This is an optimization exercise on Yosys and OpenROAD, whose aim is small area, not a production implementation. Only simulation tests tie the RTL to the original design; equivalence was not proved. Power figures rest on the tool's default switching activity, not on a simulated workload.

==> flow/design.v (excerpt) <==
module calc_core #(
  parameter  int WIDTH = 32,
  localparam int NIB   = WIDTH / 4,
  localparam int SHW   = $clog2(WIDTH)
) (
  input  logic               clk,
  input  logic               rst,
  input  logic [NIB-1:0]     inc_pulse,
  input  logic               dec,
  input  logic               sel,
  input  logic [3:0]         op,
  input  logic               start,
  output logic               busy,
  output logic               done,
  output logic [WIDTH-1:0]   opa,
  output logic [WIDTH-1:0]   opb,
  output logic [2*WIDTH-1:0] result,
  output logic [2*WIDTH-1:0] last_result,
  output logic               zf,
  output logic               sf,
  output logic               cf,
  output logic               of,
  output logic               err
);
  localparam int W2 = 2 * WIDTH;
  logic             busy_q, done_q, zv_q, wb_q, cq_q;
  logic [SHW+1:0]   cnt_q;
  logic [3:0]       opr_q;
  logic [WIDTH-1:0] x_q, y_q, opa_q, opb_q;
  logic [W2-1:0]    res_q, last_q;
  logic             sf_q, cf_q, of_q, err_q;
  logic o_add, o_sub, o_mul, o_div, o_and, o_or, o_nor, o_not, o_slt, o_sltu;
  logic o_shl, o_shr, o_sra, o_rol, o_pass, o_addsub, o_cmp, o_logic;
  always_comb begin
    o_add    = opr_q == 4'h0;
    o_sub    = opr_q == 4'h1;
    o_mul    = opr_q == 4'h2;
    o_div    = opr_q == 4'h3;
  ...
Size in the first run: roughly 1300 cells after synthesis, about 220 I/O pins.
clock: 8.0 ns
lec_check: 0
cap_margin: 40
core_margin: 2
core_utilization: 40
slew_margin: 20
standard.sh (not shown) runs the stock make flow with config.mk's settings and CLKGATE_MAP_FILE= SYNTH_SCRIPT=/design/flow/synth_recipe.tcl, a recipe that flattens the netlist after the stock synthesis.
==> flow/flow/run.sh <==
#!/bin/bash
# The standard layout (standard.sh), with three changes:
#  - synthesis maps with an area-recovering ABC script (same Yosys flow,
#    same registers; only the ABC script differs), see abc.script
#  - port buffers use the smallest buffer cell
#  - CTS inserts no dummy loads and uses clkbuf_8 leaves
set -euo pipefail
here=$(pwd)
rm -rf "$here/scripts_abc"
cp -r "$FLOW_HOME/scripts" "$here/scripts_abc"
cp "$here/flow/abc.script" "$here/scripts_abc/abc_speed.script"
SCRIPTS_DIR="$here/scripts_abc" bash standard.sh synth > synth.log 2>&1
export BUFFER_PORTS_ARGS="-buffer_cell sky130_fd_sc_hd__buf_1"
export CTS_ARGS="-sink_clustering_enable -repair_clock_nets -dont_use_dummy_load -buf_list sky130_fd_sc_hd__clkbuf_8 -sink_clustering_size 20 -sink_clustering_max_diameter 60"
bash standard.sh finish > layout.log 2>&1
==> flow/flow/abc.script <==
strash
dch -f
amap -m -F 4 -A 8
topo
buffer -c
topo
stime -c
upsize -c
dnsize -c
The starting point ran to the end with no violations.
==> next run, changes <==
--- a/flow/flow/run.sh
+++ b/flow/flow/run.sh
@@ -12,4 +12,4 @@
 SCRIPTS_DIR="$here/scripts_abc" bash standard.sh synth > synth.log 2>&1
 export BUFFER_PORTS_ARGS="-buffer_cell sky130_fd_sc_hd__buf_1"
-export CTS_ARGS="-sink_clustering_enable -repair_clock_nets -dont_use_dummy_load -buf_list sky130_fd_sc_hd__clkbuf_8 -sink_clustering_size 20 -sink_clustering_max_diameter 60"
+export CTS_ARGS="-sink_clustering_enable -repair_clock_nets -dont_use_dummy_load -buf_list sky130_fd_sc_hd__clkbuf_4 -sink_clustering_size 10 -sink_clustering_max_diameter 40"
 bash standard.sh finish > layout.log 2>&1
==> flow/flow/abc.script (replaced) <==
strash
dch -f
amap -m -F 4 -A 8
topo
buffer -c
topo
stime -c
dnsize -c
Settings changed: CAP_MARGIN 40 to 0, CORE_UTILIZATION 40 to 65, SLEW_MARGIN 20 to 0.
Combinational power is about the same. Design area shrinks by a few percent. Maximum frequency shrinks by a few percent. Non-clock buffer count shrinks by 7. Wire length shrinks by a little under a tenth. Clock skew grows by 0.0034 ns. Global-route usage grows by 11 points. Register-to-register slack gets worse by 0.21 ns. Power shrinks slightly. Setup slack gets worse by 0.21 ns.
==> next run, changes <==
--- a/flow/flow/run.sh
+++ b/flow/flow/run.sh
@@ -12,4 +12,4 @@
 SCRIPTS_DIR="$here/scripts_abc" bash standard.sh synth > synth.log 2>&1
 export BUFFER_PORTS_ARGS="-buffer_cell sky130_fd_sc_hd__buf_1"
-export CTS_ARGS="-sink_clustering_enable -repair_clock_nets -dont_use_dummy_load -buf_list sky130_fd_sc_hd__clkbuf_4 -sink_clustering_size 10 -sink_clustering_max_diameter 40"
+export CTS_ARGS="-sink_clustering_enable -repair_clock_nets -dont_use_dummy_load -buf_list sky130_fd_sc_hd__clkbuf_8 -sink_clustering_size 16 -sink_clustering_max_diameter 60"
 bash standard.sh finish > layout.log 2>&1
Settings changed: CAP_MARGIN 0 to 40, CORE_UTILIZATION 65 to 40, SLEW_MARGIN 0 to 20.
Global-route usage is lower by 11 points.
Sequential share of layout area falls by 1.2 points.
Routed wire length is higher by about 9%.
Die area goes up by about 60%.
Cell area went up by about 2.5%.
Final cell count is higher by 7.8%.
Worst setup slack improved by 0.079 ns.
Via count is lower by 3.0%.
==> next run, changes <==
==> flow/flow/abc.script (replaced) <==
strash
dch -f
amap -m -F 4 -A 8
topo
buffer -c
topo
stime -c
upsize -c
dnsize -c
What happened:
- The changed run finished with timing, DRC and antenna clean
- fmax is higher by 1.9%
- count of clock-buffer cells in the layout is lower by 3
- setup slack is better by 0.13 ns
- global-route usage shrinks by 0.22 points

==> re-timing with driven ports <==
Ports are ideal in the flow. The routed layouts listed here were re-timed in OpenROAD. Step 1, drivers: a clkbuf_16 drives clk and a buf_2 each remaining input, both assumed. Step 2, shift: input delay + t, output delay - t, t = (earliest + latest rising clock arrival at the registers) / 2. This alone moves slack from input paths to output paths. Slacks: no drivers / after step 1 / after step 2; pairs: no drivers / after step 1.
run	t, ns	setup slack, ns	hold WS [ns]	worst setup path after step 2
the first run	0.589	0.815 / 0.815 / 0.815	0.440 / 0.440 / 0.440	register to register
the second run	0.653	0.603 / 0.603 / 0.603	0.447 / 0.447 / 0.447	register to register
the third run	0.599	0.682 / 0.682 / 0.682	0.434 / 0.434 / 0.434	register to register
the fourth run	0.589	0.815 / 0.815 / 0.815	0.440 / 0.440 / 0.440	register to register
After both steps every run listed still meets setup and hold.
